Background: an optimization exercise with open tools, aiming at small area. Do not read the settings as production practice.
At most, simulation tests tie the RTL to the original design; equivalence was not proved.
For run 4, only the layout was checked, not whether the RTL still works.
Power is estimated from default activity; no workload was simulated.

<file path="design/flow/design.v">
package register_file_pkg;
  localparam int DATA_WIDTH = 64;
  localparam int ADDR_WIDTH = 5;
  localparam int ZERO_REG   = 0;
  typedef logic [ADDR_WIDTH-1:0] reg_addr_t;
  typedef logic [DATA_WIDTH-1:0] reg_data_t;
endpackage
module rf_aoi222 (
  input  logic a0, b0, a1, b1, a2, b2,
  output logic y
);
  assign y = ~((a0 & b0) | (a1 & b1) | (a2 & b2));
endmodule
module rf_ao22 (
  input  logic a0, b0, a1, b1,
  output logic y
);
  assign y = (a0 & b0) | (a1 & b1);
endmodule
module rf_nand2 (
  input  logic a, b,
  output logic y
);
  assign y = ~(a & b);
endmodule
module rf_nand3 (
  input  logic a, b, c,
  output logic y
);
  assign y = ~(a & b & c);
endmodule
module rf_nand4 (
  input  logic a, b, c, d,
  output logic y
);
  assign y = ~(a & b & c & d);
endmodule
module rf_or3 (
  input  logic a, b, c,
  output logic y
);
  assign y = a | b | c;
endmodule
module rf_read_bit (
  input  logic [31:1] sel,
  input  logic [31:1] d,
  output logic        y
);
  logic [10:0] g;
  logic [2:0]  h;
  for (genvar k = 0; k < 10; k++) begin : g_aoi
    rf_aoi222 u_aoi (
      .a0(sel[3*k+1]), .b0(d[3*k+1]),
      .a1(sel[3*k+2]), .b1(d[3*k+2]),
      .a2(sel[3*k+3]), .b2(d[3*k+3]),
      .y (g[k])
    );
  end
  rf_nand2 u_last (.a(sel[31]), .b(d[31]), .y(g[10]));
  rf_nand4 u_n0 (.a(g[0]), .b(g[1]), .c(g[2]), .d(g[3]), .y(h[0]));
  rf_nand4 u_n1 (.a(g[4]), .b(g[5]), .c(g[6]), .d(g[7]), .y(h[1]));
  rf_nand3 u_n2 (.a(g[8]), .b(g[9]), .c(g[10]), .y(h[2]));
  rf_or3   u_o  (.a(h[0]), .b(h[1]), .c(h[2]), .y(y));
endmodule
module regfile_read_port #(
  parameter int DATA_WIDTH = register_file_pkg::DATA_WIDTH,
  parameter int ADDR_WIDTH = register_file_pkg::ADDR_WIDTH,
  parameter int DEPTH      = 1 << ADDR_WIDTH
) (
  input  logic [ADDR_WIDTH-1:0]            addr,
  input  logic [DEPTH-1:1][DATA_WIDTH-1:0] entries,
  input  logic [DEPTH-1:1]                 valid,
  output logic [DATA_WIDTH-1:0]            data
);
  logic [DEPTH-1:1]                 sel;
  logic [DATA_WIDTH-1:0][DEPTH-1:1] column;
  always_comb begin
    for (int i = 1; i < DEPTH; i++) begin
      sel[i] = valid[i] && (addr == ADDR_WIDTH'(i));
    end
  end
  always_comb begin
    for (int b = 0; b < DATA_WIDTH; b++) begin
      for (int i = 1; i < DEPTH; i++) begin
        column[b][i] = entries[i][b];
      end
    end
  end
  for (genvar b = 0; b < DATA_WIDTH; b++) begin : g_bit
    rf_read_bit u_bit (
      .sel(sel),
      .d  (column[b]),
      .y  (data[b])
    );
  end
endmodule
module register_file #(
  parameter int DATA_WIDTH = register_file_pkg::DATA_WIDTH,
  parameter int ADDR_WIDTH = register_file_pkg::ADDR_WIDTH
) (
  input  logic                  clk,
  input  logic                  rst,
  input  logic [ADDR_WIDTH-1:0] read1,
  input  logic [ADDR_WIDTH-1:0] read2,
  input  logic [ADDR_WIDTH-1:0] write_register,
  input  logic                  WEn,
  input  logic [DATA_WIDTH-1:0] Write_data,
  output logic [DATA_WIDTH-1:0] Data1,
  output logic [DATA_WIDTH-1:0] Data2
);
  localparam int DEPTH = 1 << ADDR_WIDTH;
  logic [DEPTH-1:1][DATA_WIDTH-1:0] mem;
  logic [DEPTH-1:1][DATA_WIDTH-1:0] mem_next;
  logic [DEPTH-1:1]                 valid;
  logic [DEPTH-1:1]                 wr_en;
  logic [DEPTH-1:1]                 hold;
  always_comb begin
    for (int i = 1; i < DEPTH; i++) begin
      wr_en[i] = WEn && (write_register == ADDR_WIDTH'(i));
    end
  end
  assign hold = ~wr_en;
  always_ff @(posedge clk or posedge rst) begin
    if (rst) begin
      valid <= '0;
    end else begin
      valid <= valid | wr_en;
    end
  end
  for (genvar i = 1; i < DEPTH; i++) begin : g_entry
    for (genvar b = 0; b < DATA_WIDTH; b++) begin : g_bit
      rf_ao22 u_next (
        .a0(mem[i][b]),     .b0(hold[i]),
        .a1(Write_data[b]), .b1(wr_en[i]),
        .y (mem_next[i][b])
      );
    end
  end
  always_ff @(posedge clk) begin
    mem <= mem_next;
  end
  regfile_read_port #(
    .DATA_WIDTH(DATA_WIDTH),
    .ADDR_WIDTH(ADDR_WIDTH),
    .DEPTH     (DEPTH)
  ) u_port1 (
    .addr   (read1),
    .entries(mem),
    .valid  (valid),
    .data   (Data1)
  );
  regfile_read_port #(
    .DATA_WIDTH(DATA_WIDTH),
    .ADDR_WIDTH(ADDR_WIDTH),
    .DEPTH     (DEPTH)
  ) u_port2 (
    .addr   (read2),
    .entries(mem),
    .valid  (valid),
    .data   (Data2)
  );
endmodule
</file>
<file path="design/flow/run.sh">
#!/bin/bash
# synth_recipe.tcl (not shown) runs the flow's synth.tcl, then flattens the netlist and writes it again
# the make line also repeats each setting of config.mk as NAME=value (left out here)
make -C /OpenROAD-flow-scripts/flow DESIGN_CONFIG=/design/flow/config.mk WORK_HOME=/design/flow/orfs CLKGATE_MAP_FILE= SYNTH_SCRIPT=/design/flow/synth_recipe.tcl finish
</file>
<file path="design/flow/config.mk">
export PLATFORM = sky130hd
export DESIGN_NAME = register_file
export DESIGN_NICKNAME = register_file
export VERILOG_FILES = /design/flow/design.v
export SDC_FILE = /design/flow/constraint.sdc
export NUM_CORES = 4
export LEC_CHECK = 0
export ABC_CLOCK_PERIOD_IN_PS = 6000
export CAP_MARGIN = 20
export CORE_MARGIN = 2
export CORE_UTILIZATION = 40
export SLEW_MARGIN = 20
export SYNTH_HIERARCHICAL = 1
export SYNTH_MINIMUM_KEEP_SIZE = 0
</file>
<file path="design/flow/constraint.sdc">
create_clock -name core_clock -period 6.0 [get_ports {clk}]
set_input_delay 1.2000 -clock core_clock [delete_from_list [all_inputs] [get_ports {clk}]]
set_output_delay 1.2000 -clock core_clock [all_outputs]
set_load 0.01 [all_outputs]
</file>
==> flow_metrics.py, run 1 <==
metrics = {
    "status": {
        "outcome": "complete, but fails checks",
        "violatedChecks": "setup timing",
    },
    "pwr": {
        "internal_power_mw": 26.6,
        "power_mw": 36.4,
        "peakVddDrop_mv": 0.260,
        "pwr_density_cell_nw_per_um2": 394,
        "switching_power_mw": 9.75,
        "pwr-share-comb": 0.127,
        "p_sw_frac": 0.268,
        "p_leak_nw": 35.1,
        "clkPwrFrac": 0.371,
        "seqPwrFrac": 0.501,
    },
    "critical_path": {
        "startpoint_type": "primary input",
        "required_ns": 4.80,
        "path_class": "primary input to output port",
        "end_kind": "output port",
        "crit_arrival_ns": 4.82,
        "cp_max_fo": 22,
    },
    "global_routing": {
        "grt_max_degree": 65,
        "grt_overflow": 0,
        "grt_pass1_wl_um": 554000,
        "top_usage_layer": "met2",
        "met3_usage": 0.153,
        "grt_pass1_vias": 74900,
        "antenna_found_initial": 24,
        "use_met2": 0.555,
        "grtUsageTotal": 0.393,
        "use_met1": 0.490,
    },
    "detailed_routing": {
        "drt_first_pass_iters": 22,
        "wirelength_um": 402000,
        "post-route-drc-count": 0,
        "drt-vias-per-instance": 8.27,
        "vias": 79300,
        "drtIter0Drc": 19700,
        "drtAntennaViolNets": 0,
        "wire_per_inst_um": 42.0,
    },
    "sta": {
        "finalMaxSlewViolations": 0,
        "setup_viol": 1,
        "min_period_ns": 6.02,
        "rsz0062_at_grt": "no",
        "period_share": 1.00,
        "final.setup.tns_ns": -0.0205,
        "worst_pin_slew_ns": 1.28,
        "max-slew-margin-rel": 0.144,
        "final-hold-violation-count": 0,
        "finalWorstSetupSlack_ns": -0.0205,
        "fmax_mhz": 166,
        "fin_hold_ws_ns": 0.498,
        "fin_skew_ns": 0,
    },
    "die": {
        "die-area_um2": 193000,
        "die_w_um": 439,
        "core_um2": 188000,
        "io_pins": 210,
        "die_h_um": 439,
        "rows": 159,
        "start_util": 0.403,
    },
    "cts": {
        "clk_path_buf_depth": 3,
        "ctsHoldBuffers": 0,
        "cts_setup_buffers": 0,
        "cts.clk_slew.worst_paths_ns": 0.06,
        "clk_latency_ns": 0.89,
        "cts-resized-gates": 0,
        "cts_root_buf": "clkbuf_16",
        "clkSinkCount": 2015,
        "cts_tree": "yes",
        "numCtsBuffers": 205,
        "htreeDepth": 4,
    },
    "synthesis": {
        "synth-main-ff-cell": "dfxtp_1",
        "syn_avg_cell_area_um2": 12.3,
        "yosysTopAreaCell": "dfxtp_1",
        "synth_area_leaders": "dfxtp_1 (53%), a22o_1 (23%), a222oi_1 (17%)",
        "netlist.area_leader.share": 0.525,
        "synth_seq_area_share": 0.535,
        "synth_edf_count": 0,
        "synth-seq-cells": 2015,
        "synth.distinct_cells": 34,
        "synth_area_um2": 75600,
        "synth_nets": 6234,
        "synthArstFlopShare": 0.0154,
        "yosys-top-cells-count": "a22o_1 (1984), dfxtp_1 (1984), a222oi_1 (1280)",
        "synthCells": 6152,
        "synth_warnings": 8,
    },
    "placed_design": {
        "portBuffers": 209,
        "dpl_worst_slack_ns": 0.284,
        "hpwlAfterDp_um": 233000,
        "placed_cells": 9181,
        "place_area_um2": 85500,
        "globalplace.congestion": 0.934,
    },
    "finish": {
        "fin_util": 0.492,
        "area_delta_synth_final_pct": 22.2,
        "drive_gt1_frac": 0.123,
        "stdcell_count": 9582,
        "final_nets": 6976,
        "design_area_um2": 92400,
    },
    "flow_run": {
        "maxCapViolCount": 0,
    },
    "min_path": {
        "hold_path.class": "flop to flop",
    },
}
## sequential cells by signal, indices dropped and copies added, names as in the netlist
signal  flops
mem      1984
valid      31
## cell families (layout without fill, tap and decap cells)
group,after synthesis,after routing,share of synthesized area
AND/OR/NAND/NOR,820,820,0.0610
AO/OA/AOI/OAI,3295,3295,0.402
buffers and inverters,22,940,0.00147
flip-flops,2015,2015,0.535
other,0,17,0
## cell type report
| class | instances | area, um^2 |
|---|---|---|
| clock buffer | 294 | 5970 |
| timing repair buffer | 556 | 5920 |
| inverter | 1 | 3.75 |
| clock inverter | 89 | 1050 |
| antenna | 17 | 42.5 |
| sequential | 2015 | 40500 |
| tap | 2495 | 3120 |
| fill | 16800 | 95400 |
| multi-input combinational | 4115 | 35800 |
## path summary, 6_finish.rpt
kind	to	from	depth (start not counted)	slack [ns]
max	Data2[44]	read2[0]	8	-0.02
min	valid[16]$_DFF_PP0_	valid[16]$_DFF_PP0_	1	0.50
min reg2reg	valid[16]$_DFF_PP0_	valid[16]$_DFF_PP0_	1	0.50
min in group asynchronous	valid[17]$_DFF_PP0_	rst	3	0.72
max reg2reg	valid[14]$_DFF_PP0_	valid[14]$_DFF_PP0_	1	5.25
max in group asynchronous	valid[5]$_DFF_PP0_	rst	3	4.99
## power groups by stage
stage	clock network, mW	logic (mW)	registers (mW)
global route	14.0	4.86	18.5
finish	13.5	4.63	18.2
global placement	0	4.42	18.2
CTS	13.5	4.54	18.1
detailed placement	0	4.53	18.3
floorplan	0	3.08	17.8
## per-module statistics from Yosys, one instance, submodules excluded, excerpt
module / cells / cell area (um^2) / flip-flops and latches / times used
rf_nand3: 1 / 5.00 / 0 / 128
rf_ao22: 1 / 8.76 / 0 / 1984
rf_nand2: 1 / 3.75 / 0 / 128
register_file: 2154 / 41300 / 2015 / 1
rf_aoi222: 1 / 10.0 / 0 / 1280
rf_or3: 1 / 6.26 / 0 / 128
rf_nand4: 1 / 6.26 / 0 / 256
## layer usage
layer,part of all wire,up-vias
li1,-,30300
met1,0.36,38900
met2,0.40,7951
met3,0.16,2097
met4,0.082,14
met5,0.0014,-
## critical path, cell delays in order
cell and delay (ns):
clkdlybuf4s50_1 0.70, nor2b_1 0.17, and3_4 0.39, buf_12 0.27
a222oi_1 0.47, nand4_1 0.52, or3_1 0.57, clkdlybuf4s50_1 0.50
## cells in the final DEF, fill, tap and decap left out, types with 43 or more instances in the layout
master / synthesis / layout
a22o_1: 1984 / 1984
dfxtp_1: 1984 / 1984
a222oi_1: 1280 / 1280
nand4_1: 257 / 257
buf_4: 2 / 234
clkbuf_16: 0 / 209
clkdlybuf4s50_1: 0 / 170
nand2_1: 160 / 129
nand3_1: 128 / 128
or3_1: 128 / 128
buf_12: 0 / 112
and3_4: 0 / 62
clkinv_2: 0 / 47
clkbuf_1: 7 / 43
==> run 2: changes to the inputs <==
==> design/flow/flow/run.sh (new file) <==
#!/bin/bash
# Own layout flow: the standard ORFS flow (standard.sh), with two changes:
#  - the input and output ports are buffered with sky130_fd_sc_hd__buf_1 instead of the
#    resizer's default pick (a slow delay buffer);
#  - clock tree synthesis uses clkbuf_8 with small sink clusters and no dummy loads.
# Every tool's output goes to flow_make.log here; ORFS's per-step logs stay under orfs/logs.
set -euo pipefail
export BUFFER_PORTS_ARGS="-buffer_cell sky130_fd_sc_hd__buf_1"
export CTS_ARGS="-sink_clustering_enable -repair_clock_nets -dont_use_dummy_load -buf_list sky130_fd_sc_hd__clkbuf_8 -sink_clustering_size 12 -sink_clustering_max_diameter 45"
bash standard.sh finish > flow_make.log 2>&1
==> design/flow/standard.sh (new file) <==
#!/bin/bash
# synth_recipe.tcl (not shown) runs the flow's synth.tcl, then flattens the netlist and writes it again
# the make line also repeats each setting of config.mk as NAME=value (left out here)
make -C /OpenROAD-flow-scripts/flow DESIGN_CONFIG=/design/flow/config.mk WORK_HOME=/design/flow/orfs CLKGATE_MAP_FILE= SYNTH_SCRIPT=/design/flow/synth_recipe.tcl "${@:-finish}"
--- a/design/flow/config.mk
+++ b/design/flow/config.mk
@@ -10,4 +10,5 @@
 export CORE_MARGIN = 2
 export CORE_UTILIZATION = 40
+export PLACE_DENSITY = 0.5
 export SLEW_MARGIN = 20
 export SYNTH_HIERARCHICAL = 1
removed: design/flow/run.sh
==> run 2 against run 1 <==
- the run now finishes clean
- critical path depth unchanged
- fmax up 5.7%
- clock power is about 30% lower
- highest routed layer unchanged
==> flow_metrics.py, run 2 <==
metrics = {
    "status": {
        "outcome": "timing/DRC/antenna clean",
    },
    "global_routing": {
        "grtUsageTotal": 0.420,
        "grt_pass1_wl_um": 583000,
        "grt_overflow": 0,
        "grt_max_degree": 65,
        "grt_pass1_vias": 73800,
        "antenna_found_initial": 28,
    },
    "critical_path": {
        "reg2reg_from": "valid[29]$_DFF_PP0_",
        "crit_arrival_ns": 4.50,
        "cp_max_fo": 41,
        "r2r-end": "valid[29]$_DFF_PP0_",
        "startpoint_type": "primary input",
        "rrSetupSlack_ns": 5.23,
        "reg2regPathDepth": 1,
        "end_kind": "output port",
        "required_ns": 4.80,
        "path_class": "primary input to output port",
    },
    "pwr": {
        "pwr_density_cell_nw_per_um2": 366,
        "peakVddDrop_mv": 0.180,
        "power_mw": 32.1,
        "p_leak_nw": 33.0,
    },
    "finish": {
        "fillers": 17300,
        "top_register": "mem",
        "top_regs": "mem x1984, valid x31",
        "drive_gt1_frac": 0.112,
        "final_cell_mix": "a22o_1 (1984), dfxtp_1 (1984), a222oi_1 (1280), clkbuf_8 (286), buf_4 (265)",
        "area_delta_synth_final_pct": 15.8,
        "largest_reg_flops": 1984,
        "final_nets": 7043,
    },
    "detailed_routing": {
        "wire_per_inst_um": 44.8,
        "vias": 78200,
        "post-route-drc-count": 0,
        "drt-vias-per-instance": 8.25,
        "drtAntennaViolNets": 0,
        "drtIter0Drc": 17500,
        "wirelength_um": 425000,
        "drt_first_pass_iters": 27,
    },
    "placed_design": {
        "hpwlAfterDp_um": 251000,
        "globalplace.congestion": 0.909,
        "portBuffers": 209,
    },
    "sta": {
        "fin_hold_ws_ns": 0.207,
        "finalMaxSlewViolations": 0,
        "rsz0062_at_grt": "no",
        "min_period_ns": 5.70,
        "fmax_mhz": 176,
        "max-slew-margin-rel": 0.167,
        "final-hold-violation-count": 0,
        "fin_skew_ns": 0,
        "worst_pin_slew_ns": 1.25,
        "period_share": 0.949,
        "final.setup.tns_ns": 0,
        "setup_viol": 0,
    },
    "die": {
        "io_pins": 210,
        "die_w_um": 439,
        "core_um2": 188000,
        "rows": 159,
        "start_util": 0.403,
        "die-area_um2": 193000,
        "die_h_um": 439,
    },
    "cts": {
        "clk_latency_ns": 1.06,
        "clkSinkCount": 2015,
        "numCtsBuffers": 286,
        "cts-resized-gates": 0,
        "cts_setup_buffers": 0,
        "cts_root_buf": "clkbuf_8",
        "clk_path_buf_depth": 4,
        "cts_tree": "yes",
        "htreeDepth": 5,
        "cts.clk_slew.worst_paths_ns": 0.07,
        "ctsHoldBuffers": 0,
    },
    "synthesis": {
        "synth-seq-cells": 2015,
        "synth_nets": 6234,
        "yosysTopAreaCell": "dfxtp_1",
        "synth_seq_area_share": 0.535,
        "synth.distinct_cells": 34,
        "yosys-top-cells-count": "a22o_1 (1984), dfxtp_1 (1984), a222oi_1 (1280)",
        "syn_avg_cell_area_um2": 12.3,
        "synth_area_um2": 75600,
        "synth_area_leaders": "dfxtp_1 (53%), a22o_1 (23%), a222oi_1 (17%)",
        "netlist.area_leader.share": 0.525,
        "synthArstFlopShare": 0.0154,
        "synth_warnings": 8,
        "synth_edf_count": 0,
        "synthCells": 6152,
        "synth-main-ff-cell": "dfxtp_1",
    },
    "min_path": {
        "hold_path.class": "primary input to async pin",
    },
    "flow_run": {
        "maxCapViolCount": 0,
    },
}
-- run 2: worst max-delay path by stage --
stage	start	to	cells after the start
3_3_place_gp	read2[3]	Data2[16]	8
5_1_grt	read2[0]	Data2[46]	8
6_report	read2[0]	Data2[46]	8
3_5_place_dp	read2[0]	Data2[46]	8
2_1_floorplan	read1[4]	Data1[0]	5
4_1_cts	read2[0]	Data2[46]	8
-- run 2: through the flow --
| stage | instance area, um^2 | setup slack (ns) | std cells | util |
|---|---|---|---|---|
| after floorplan | 75600 | 1.63 | 6152 | - |
| after detailed placement | 83500 | 0.570 | 9167 | 0.445 |
| after global placement | 83500 | 0.590 | 9165 | 0.445 |
| after CTS | 87500 | 0.559 | 9453 | 0.466 |
| final | 87600 | 0.305 | 9479 | 0.466 |
| after global routing | 87500 | 0.479 | 9462 | 0.466 |
-- run 2: cells by family after synthesis --
logic type      synth area share
flops                      0.535
simple gates              0.0610
buf+inv                  0.00147
compound gates             0.402
-- run 2: cell type report --
type,instances,area (um^2),area share
sequential,2015,40500,0.462
multi-input combinational,4115,35800,0.409
timing repair buffer,542,4140,0.0473
clock buffer,286,3940,0.0449
tap,2495,3120,0.0356
antenna,25,62.6,0.000714
inverter,1,3.75,0.0000429
-- run 2: critical path: stages --
cell	delay (ns)
buf_1	0.45
and3b_2	0.32
and3_4	0.39
buf_4	0.43
a222oi_1	0.56
nand4_1	0.35
or3_1	0.49
buf_1	0.16
-- run 2: per-module statistics from Yosys, one instance, submodules excluded, excerpt --
module	flops+latches	cell area (um^2)
register_file	2015	41300
rf_ao22	0	8.76
rf_or3	0	6.26
rf_nand4	0	6.26
rf_nand3	0	5.00
rf_nand2	0	3.75
-- run 2: routing by layer --
metal,share of wire,global-route usage,routed length [um]
met3,0.14,0.132,58800
met4,0.077,0.283,32700
met5,0.00021,0,91
met1,0.38,0.543,160000
met2,0.41,0.595,174000
-- run 2: power by group --
part	switching (mW)	total (mW)	internal, mW
Combinational	1.84	4.41	2.57
Clock	5.17	9.40	4.23
Sequential	2.19	18.3	16.1
Total	9.20	32.1	22.9
==> run 3: changes to the inputs <==
--- a/design/flow/flow/run.sh
+++ b/design/flow/flow/run.sh
@@ -7,4 +7,4 @@
 set -euo pipefail
 export BUFFER_PORTS_ARGS="-buffer_cell sky130_fd_sc_hd__buf_1"
-export CTS_ARGS="-sink_clustering_enable -repair_clock_nets -dont_use_dummy_load -buf_list sky130_fd_sc_hd__clkbuf_8 -sink_clustering_size 12 -sink_clustering_max_diameter 45"
+export CTS_ARGS="-sink_clustering_enable -repair_clock_nets -dont_use_dummy_load -buf_list sky130_fd_sc_hd__clkbuf_8 -sink_clustering_size 14 -sink_clustering_max_diameter 50"
 bash standard.sh finish > flow_make.log 2>&1
--- a/design/flow/config.mk
+++ b/design/flow/config.mk
@@ -7,9 +7,9 @@
 export LEC_CHECK = 0
 export ABC_CLOCK_PERIOD_IN_PS = 6000
-export CAP_MARGIN = 20
+export CAP_MARGIN = 10
 export CORE_MARGIN = 2
-export CORE_UTILIZATION = 40
-export PLACE_DENSITY = 0.5
-export SLEW_MARGIN = 20
+export CORE_UTILIZATION = 46
+export PLACE_DENSITY = 0.55
+export SLEW_MARGIN = 10
 export SYNTH_HIERARCHICAL = 1
 export SYNTH_MINIMUM_KEEP_SIZE = 0
==> run 3 against run 2 <==
- utilization increased by 6.1 points
- fmax increased by 4.2%
- clock power is 19% lower
- die area down 13%
- final cell count is 4.2% lower
- area after synthesis unchanged
==> flow_metrics.py, run 3 <==
metrics = {
    "status": {
        "outcome": "timing/DRC/antenna clean",
    },
    "die": {
        "io_pins": 210,
        "die-area_um2": 168000,
        "rows": 148,
        "die_w_um": 410,
        "die_h_um": 410,
        "core_um2": 163000,
        "start_util": 0.464,
    },
    "sta": {
        "fin_skew_ns": 0,
        "rsz0062_at_grt": "no",
        "fmax_mhz": 183,
        "final.setup.tns_ns": 0,
        "setup_viol": 0,
        "period_share": 0.911,
        "final-hold-violation-count": 0,
        "worst_pin_slew_ns": 1.33,
        "finalMaxSlewViolations": 0,
        "min_period_ns": 5.47,
        "max-slew-margin-rel": 0.115,
    },
    "cts": {
        "cts.clk_slew.worst_paths_ns": 0.09,
        "ctsHoldBuffers": 0,
        "htreeDepth": 4,
        "clk_latency_ns": 1.03,
        "numCtsBuffers": 193,
        "clk_path_buf_depth": 3,
        "cts_tree": "yes",
        "clkSinkCount": 2015,
        "cts_root_buf": "clkbuf_8",
        "cts-resized-gates": 0,
        "cts_setup_buffers": 0,
    },
    "pwr": {
        "p_leak_nw": 32.3,
        "pwr_density_cell_nw_per_um2": 352,
        "peakVddDrop_mv": 0.289,
    },
    "critical_path": {
        "cp_slowest_cell": "and3_4",
        "startpoint_type": "primary input",
        "end_kind": "output port",
        "slowest_delay_ns": 0.98,
        "worst-path-buf-inv": 2,
        "cp_max_fo": 44,
        "required_ns": 4.80,
        "path_class": "primary input to output port",
        "crit_arrival_ns": 4.27,
        "critPathTopFamily": "simple AND/OR/NAND/NOR gates",
        "worstPathCellList": "buf_1 > nor3b_2 > and3_4 > a222oi_1 > nand4_1 > or3_1 > buf_1",
        "cp_common_cell": "buf_1",
    },
    "placed_design": {
        "portBuffers": 209,
        "hpwlAfterDp_um": 248000,
        "globalplace.congestion": 0.936,
        "place_area_um2": 83100,
    },
    "finish": {
        "fin_util": 0.527,
        "fillers": 14300,
        "area_delta_synth_final_pct": 13.5,
        "final_cell_mix": "a22o_1 (1984), dfxtp_1 (1984), a222oi_1 (1280), buf_4 (285), nand4_1 (257)",
        "design_area_um2": 85900,
        "largest_reg_flops": 1984,
        "drive_gt1_frac": 0.101,
        "top_regs": "mem x1984, valid x31",
        "top_register": "mem",
        "final_nets": 6960,
    },
    "synthesis": {
        "synth_seq_area_share": 0.535,
        "synth_warnings": 8,
        "yosysTopAreaCell": "dfxtp_1",
        "synth_nets": 6234,
        "synth-seq-cells": 2015,
        "synthCells": 6152,
        "synth-main-ff-cell": "dfxtp_1",
        "synthArstFlopShare": 0.0154,
        "syn_avg_cell_area_um2": 12.3,
        "netlist.area_leader.share": 0.525,
        "synth_area_um2": 75600,
        "synth_area_leaders": "dfxtp_1 (53%), a22o_1 (23%), a222oi_1 (17%)",
        "synth_edf_count": 0,
        "yosys-top-cells-count": "a22o_1 (1984), dfxtp_1 (1984), a222oi_1 (1280)",
        "synth.distinct_cells": 34,
    },
    "detailed_routing": {
        "drt-vias-per-instance": 8.85,
        "drtAntennaViolNets": 0,
        "wirelength_um": 425000,
        "vias": 80400,
        "wire_per_inst_um": 46.8,
        "drtIter0Drc": 20600,
        "post-route-drc-count": 0,
        "drt_first_pass_iters": 16,
    },
    "flow_run": {
        "maxCapViolCount": 0,
    },
    "global_routing": {
        "grt_pass1_wl_um": 579000,
        "grt_pass1_vias": 74500,
        "grt_overflow": 0,
        "grtUsageTotal": 0.479,
        "antenna_found_initial": 37,
        "grt_max_degree": 61,
    },
    "min_path": {
        "hold_path.class": "primary input to async pin",
    },
}
[run 3: layer usage]
metal,vias up,wire length (um),part of all wire,global-route usage
met3,2274,71700,0.17,0.208
met2,8676,166000,0.39,0.657
li1,30100,-,-,-
met1,39400,153000,0.36,0.605
met5,-,323,0.00076,0.00316
met4,28,34400,0.081,0.320
[run 3: path summary, 6_finish.rpt]
path / cells past startpoint / to / startpoint / slack, ns
max in group asynchronous: 3 / valid[28]$_DFF_PP0_ / rst / 5.43
hold reg to reg: 1 / valid[28]$_DFF_PP0_ / valid[28]$_DFF_PP0_ / 0.49
setup / recovery: 7 / Data2[34] / read2[4] / 0.53
hold / removal: 3 / valid[22]$_DFF_PP0_ / rst / 0.24
setup reg to reg: 1 / mem[1270]$_DFF_P_ / mem[1270]$_DFF_P_ / 5.24
min in group core_clock: 2 / mem[266]$_DFF_P_ / Write_data[10] / 0.38
[run 3: power breakdown]
group	internal (mW)	total, mW	switching [mW]
Clock	2.85	7.61	4.76
Combinational	2.57	4.42	1.84
Sequential	16.1	18.2	2.18
[run 3: area by class of cell]
cell class / count / area (um^2) / share of cell area
Sequential cell: 2015 / 40500 / 0.471
Multi-Input combinational cell: 4115 / 35800 / 0.417
Timing Repair Buffer: 552 / 4100 / 0.0477
Tap cell: 2175 / 2720 / 0.0317
Clock buffer: 193 / 2660 / 0.0309
Antenna cell: 33 / 82.6 / 0.000961
Inverter: 1 / 3.75 / 0.0000437
[run 3: cell families after synthesis]
| group | Yosys count | share of synthesized area |
|---|---|---|
| simple gates | 820 | 0.0610 |
| buf+inv | 22 | 0.00147 |
| flops | 2015 | 0.535 |
| compound gates | 3295 | 0.402 |
[run 3: modules after synthesis (local to each module, per instance), a selection]
module | area [um^2] | copies in the design | flops+latches
rf_ao22 | 8.76 | 1984 | 0
rf_or3 | 6.26 | 128 | 0
rf_nand4 | 6.26 | 256 | 0
rf_nand2 | 3.75 | 128 | 0
rf_nand3 | 5.00 | 128 | 0
rf_aoi222 | 10.0 | 1280 | 0
register_file | 41300 | 1 | 2015
[run 3: stage by stage]
stage               hold slack (ns)  worst slack (ns)  std cells  total power, mW
floorplan                     0.433              1.63       6152             20.9
global placement              0.474             0.645       8858             22.5
detailed placement            0.476             0.742       8858             22.7
CTS                           0.225             0.730       9051             29.9
global route                  0.291             0.623       9053             31.2
finish                        0.242             0.532       9084             30.3
==> run 4: changes to the inputs <==
==> design/flow/design.v (replaced) <==
package register_file_pkg;
  localparam int DATA_WIDTH = 64;
  localparam int ADDR_WIDTH = 5;
  localparam int ZERO_REG   = 0;
  typedef logic [ADDR_WIDTH-1:0] reg_addr_t;
  typedef logic [DATA_WIDTH-1:0] reg_data_t;
endpackage
module regfile_read_port #(
  parameter int DATA_WIDTH  = register_file_pkg::DATA_WIDTH,
  parameter int ADDR_WIDTH  = register_file_pkg::ADDR_WIDTH,
  parameter int DEPTH       = 1 << ADDR_WIDTH,
  parameter bit ZERO_REG_EN = 1'b1
) (
  input  logic [ADDR_WIDTH-1:0] addr,
  input  logic [DEPTH-1:0][DATA_WIDTH-1:0] entries,
  input  logic                  byp_valid,
  input  logic [ADDR_WIDTH-1:0] byp_addr,
  input  logic [DATA_WIDTH-1:0] byp_data,
  output logic [DATA_WIDTH-1:0] data
);
  always_comb begin
    data = entries[addr];
    if (ZERO_REG_EN && (addr == ADDR_WIDTH'(register_file_pkg::ZERO_REG))) begin
      data = '0;
    end else if (byp_valid && (addr == byp_addr)) begin
      data = byp_data;
    end
  end
endmodule
module register_file #(
  parameter int DATA_WIDTH  = register_file_pkg::DATA_WIDTH,
  parameter int ADDR_WIDTH  = register_file_pkg::ADDR_WIDTH,
  parameter bit ZERO_REG_EN = 1'b1,
  parameter bit BYPASS_EN   = 1'b0
) (
  input  logic                  clk,
  input  logic                  rst,
  input  logic [ADDR_WIDTH-1:0] read1,
  input  logic [ADDR_WIDTH-1:0] read2,
  input  logic [ADDR_WIDTH-1:0] write_register,
  input  logic                  WEn,
  input  logic [DATA_WIDTH-1:0] Write_data,
  output logic [DATA_WIDTH-1:0] Data1,
  output logic [DATA_WIDTH-1:0] Data2
);
  localparam int DEPTH = 1 << ADDR_WIDTH;
  logic [DEPTH-1:0][DATA_WIDTH-1:0] mem;
  logic                  wr_fire;
  logic                  byp_valid;
  assign wr_fire   = WEn && !(ZERO_REG_EN && (write_register == ADDR_WIDTH'(register_file_pkg::ZERO_REG)));
  assign byp_valid = BYPASS_EN && WEn && !rst;
  always_ff @(posedge clk or posedge rst) begin
    if (rst) begin
      for (int i = 0; i < DEPTH; i++) begin
        mem[i] <= '0;
      end
    end else if (wr_fire) begin
      mem[write_register] <= Write_data;
    end
  end
  regfile_read_port #(
    .DATA_WIDTH (DATA_WIDTH),
    .ADDR_WIDTH (ADDR_WIDTH),
    .DEPTH      (DEPTH),
    .ZERO_REG_EN(ZERO_REG_EN)
  ) u_port1 (
    .addr     (read1),
    .entries  (mem),
    .byp_valid(byp_valid),
    .byp_addr (write_register),
    .byp_data (Write_data),
    .data     (Data1)
  );
  regfile_read_port #(
    .DATA_WIDTH (DATA_WIDTH),
    .ADDR_WIDTH (ADDR_WIDTH),
    .DEPTH      (DEPTH),
    .ZERO_REG_EN(ZERO_REG_EN)
  ) u_port2 (
    .addr     (read2),
    .entries  (mem),
    .byp_valid(byp_valid),
    .byp_addr (write_register),
    .byp_data (Write_data),
    .data     (Data2)
  );
endmodule
==> design/flow/run.sh (new file) <==
#!/bin/bash
# synth_recipe.tcl (not shown) runs the flow's synth.tcl, then flattens the netlist and writes it again
# the make line also repeats each setting of config.mk as NAME=value (left out here)
make -C /OpenROAD-flow-scripts/flow DESIGN_CONFIG=/design/flow/config.mk WORK_HOME=/design/flow/orfs CLKGATE_MAP_FILE= SYNTH_SCRIPT=/design/flow/synth_recipe.tcl finish
==> design/flow/config.mk (replaced) <==
export PLATFORM = sky130hd
export DESIGN_NAME = register_file
export DESIGN_NICKNAME = register_file
export VERILOG_FILES = /design/flow/design.v
export SDC_FILE = /design/flow/constraint.sdc
export NUM_CORES = 4
export LEC_CHECK = 0
export CAP_MARGIN = 20
export CORE_MARGIN = 2
export CORE_UTILIZATION = 40
export SLEW_MARGIN = 20
removed: design/flow/flow/run.sh
removed: design/flow/standard.sh
==> run 4 against run 3 <==
- via count decreased by 20%
- die area increased by 64%
- fmax increased by 1.3%
- largest power group unchanged
- highest routed layer unchanged
==> flow_metrics.py, run 4 <==
metrics = {
    "cts": {
        "ctsHoldBuffers": 0,
        "htreeDepth": 4,
        "cts_tree": "yes",
        "cts.clk_slew.worst_paths_ns": 0.06,
        "clkSinkCount": 2048,
        "cts_root_buf": "clkbuf_16",
        "clk_path_buf_depth": 4,
        "cts-resized-gates": 0,
        "cts_setup_buffers": 0,
        "numCtsBuffers": 225,
        "clk_latency_ns": 0.87,
    },
    "sta": {
        "fmax_mhz": 185,
        "finalMaxSlewViolations": 0,
        "final-hold-violation-count": 0,
        "setup_viol": 0,
        "fin_skew_ns": 0,
        "worst_pin_slew_ns": 1.12,
        "final.setup.tns_ns": 0,
        "max-slew-margin-rel": 0.247,
        "min_period_ns": 5.40,
        "rsz0062_at_grt": "no",
        "period_share": 0.900,
    },
    "global_routing": {
        "grt_overflow": 0,
        "antenna_found_initial": 26,
        "grt_max_degree": 126,
        "grt_pass1_wl_um": 491000,
        "grt_pass1_vias": 67400,
        "grtUsageTotal": 0.246,
    },
    "finish": {
        "drive_gt1_frac": 0.557,
        "area_delta_synth_final_pct": 13.4,
        "top_register": "mem",
        "layout_commonest_cell": "dfrtp_1",
        "top_regs": "mem x2048",
        "seq_area_um2": 51200,
        "multi_input_area_um2": 53600,
        "design_area_um2": 123000,
        "final_cell_mix": "dfrtp_1 (2048), mux2_2 (1828), mux4_2 (1141), mux2i_1 (260), clkbuf_16 (227)",
        "largest_reg_flops": 2048,
        "fillers": 23000,
        "final_nets": 6608,
    },
    "pwr": {
        "pwr_density_cell_nw_per_um2": 366,
        "peakVddDrop_mv": 0.258,
        "p_leak_nw": 53.1,
    },
    "status": {
        "outcome": "timing/DRC/antenna clean",
    },
    "die": {
        "die_h_um": 524,
        "start_util": 0.403,
        "rows": 190,
        "die-area_um2": 274000,
        "io_pins": 210,
        "die_w_um": 524,
        "core_um2": 268000,
    },
    "synthesis": {
        "yosysTopAreaCell": "dfrtp_1",
        "synth-seq-cells": 2048,
        "synthArstFlopShare": 1.00,
        "synth_warnings": 2,
        "syn_avg_cell_area_um2": 16.4,
        "yosys-top-cells-count": "dfrtp_1 (2048), mux2_2 (1828), mux4_2 (1141)",
        "synth.distinct_cells": 47,
        "synth-main-ff-cell": "dfrtp_1",
        "yosysMostFrequentCell": "dfrtp_1",
        "synth_edf_count": 0,
        "synthCells": 6592,
        "synth_nets": 6676,
        "synth_area_um2": 108000,
        "synth_seq_area_share": 0.474,
        "netlist.area_leader.share": 0.474,
        "synth_area_leaders": "dfrtp_1 (47%), mux4_2 (24%), mux2_2 (19%)",
    },
    "detailed_routing": {
        "drtIter0Drc": 5108,
        "drt-vias-per-instance": 6.25,
        "post-route-drc-count": 0,
        "wirelength_um": 336000,
        "drt_first_pass_iters": 5,
        "drtAntennaViolNets": 0,
        "wire_per_inst_um": 32.7,
        "vias": 64100,
    },
    "flow_run": {
        "maxCapViolCount": 0,
    },
    "critical_path": {
        "end_kind": "output port",
        "crit_arrival_ns": 4.20,
        "cp_max_fo": 36,
        "crit_start": "read1[0]",
        "startpoint_type": "primary input",
        "rrSetupSlack_ns": 5.17,
        "crit_end": "Data1[39]",
        "required_ns": 4.80,
        "path_class": "primary input to output port",
        "reg2regPathDepth": 1,
        "r2r-end": "mem[433]$_DFFE_PP0P_",
        "reg2reg_from": "mem[433]$_DFFE_PP0P_",
    },
    "placed_design": {
        "hpwlAfterDp_um": 193000,
        "place_area_um2": 115000,
        "portBuffers": 209,
        "globalplace.congestion": 0.790,
    },
    "min_path": {
        "hold_path.class": "flop to flop",
    },
}
## run 4: cell types whose count changed in the layout (fill, tap and decap cells not counted), moves of 198 or more
cell	previous run	this run
nand4_1	257	1
mux2i_1	0	260
clkbuf_16	0	227
dfxtp_1	1984	0
mux4_2	0	1141
dfrtp_1	31	2048
a22o_1	1984	0
a222oi_1	1280	0
buf_1	198	0
mux2_2	0	1828
## run 4: routing by layer
layer  track usage  up-vias  wire length [um]
met5             0        -               139
met4        0.0704       22             10600
met3        0.0397      526             18300
met2         0.398     1891            162000
met1         0.343    36000            145000
li1              -    25700                 -
## run 4: through the flow
step	std cells	hold WS (ns)	total power [mW]	util	setup slack [ns]
finish	10300	0.395	44.9	0.457	0.599
global route	10300	0.409	47.0	0.457	0.454
floorplan	6592	0.441	27.6	-	-23.64
global placement	9849	0.376	30.4	0.429	0.572
detailed placement	9849	0.383	30.8	0.429	0.582
CTS	10300	0.396	45.2	0.457	0.577
## run 4: logic make-up after synthesis
logic type               synth area share
AND/OR/NAND/NOR                   0.00516
flip-flops                          0.474
buffers and inverters              0.0318
adder cells (fa/ha/maj)          0.000231
multiplexers                        0.471
AO/OA/AOI/OAI                      0.0179
XOR/XNOR                        0.0000811
## run 4: how the worst min path moves through the flow
stage | start | endpoint | slack, ns | cells after the start
finish | mem[30]$_DFFE_PP0P_ | mem[30]$_DFFE_PP0P_ | 0.39 | 0
global route | mem[12]$_DFFE_PP0P_ | mem[12]$_DFFE_PP0P_ | 0.41 | 0
CTS | mem[16]$_DFFE_PP0P_ | mem[16]$_DFFE_PP0P_ | 0.40 | 0
detailed placement | mem[30]$_DFFE_PP0P_ | mem[30]$_DFFE_PP0P_ | 0.38 | 0
global placement | mem[6]$_DFFE_PP0P_ | mem[6]$_DFFE_PP0P_ | 0.38 | 0
floorplan | mem[0]$_DFFE_PP0P_ | mem[0]$_DFFE_PP0P_ | 0.44 | 1
## run 4: worst max-delay path, stage by stage
cell and delay, ns:
buf_8 0.26, buf_12 0.36, buf_12 0.31, mux4_2 0.53
mux4_2 0.49, a2bb2oi_1 0.13, o21ai_0 0.25, clkdlybuf4s50_1 0.56
## run 4: cell type report
class | count | share of cell area
Multi-Input combinational cell | 3753 | 0.438
Sequential cell | 2048 | 0.418
Clock buffer | 333 | 0.0543
Timing Repair Buffer | 491 | 0.0461
Tap cell | 3552 | 0.0363
Clock inverter | 68 | 0.00714
Inverter | 5 | 0.000184
Antenna cell | 5 | 0.000102
## run 4: where the power goes
| part | total [mW] | switching (mW) | internal [mW] | leakage, nW |
|---|---|---|---|---|
| Clock | 14.3 | 5.87 | 8.44 | 3.71 |
| Sequential | 19.8 | 2.46 | 17.3 | 26.4 |
| Combinational | 10.8 | 3.88 | 6.94 | 22.9 |

==> separate check: timing with driven ports <==
The flow's constraints put no driver on any port. The routed layouts listed below were extracted and timed again, unchanged, in two steps.
Step 1, drivers: a clkbuf_16 drives clk and a buf_2 each remaining input, both assumed.
Step 2, shift: input delay + t, output delay - t, t = (earliest + latest rising clock arrival at the registers) / 2. This alone moves slack from input paths to output paths.
a / b / c = ideal / step 1 / step 2; a / b = the first two.
run	t, ns	setup WS [ns]	slew at the worst register clock pin (ns)	worst slew at a driven data input, ns
run 1	0.961	-0.020 / -0.052 / -0.052	0.07 / 0.07	0.16
run 2	1.165	0.305 / 0.279 / 0.279	0.09 / 0.09	0.09
run 3	1.095	0.532 / 0.497 / 0.497	0.10 / 0.10	0.23
run 4	0.983	0.599 / 0.549 / 0.549	0.07 / 0.07	0.23
For run 4, which loses most, drivers alone change the setup slack by -0.050 ns; drivers and shift together by -0.050 ns.
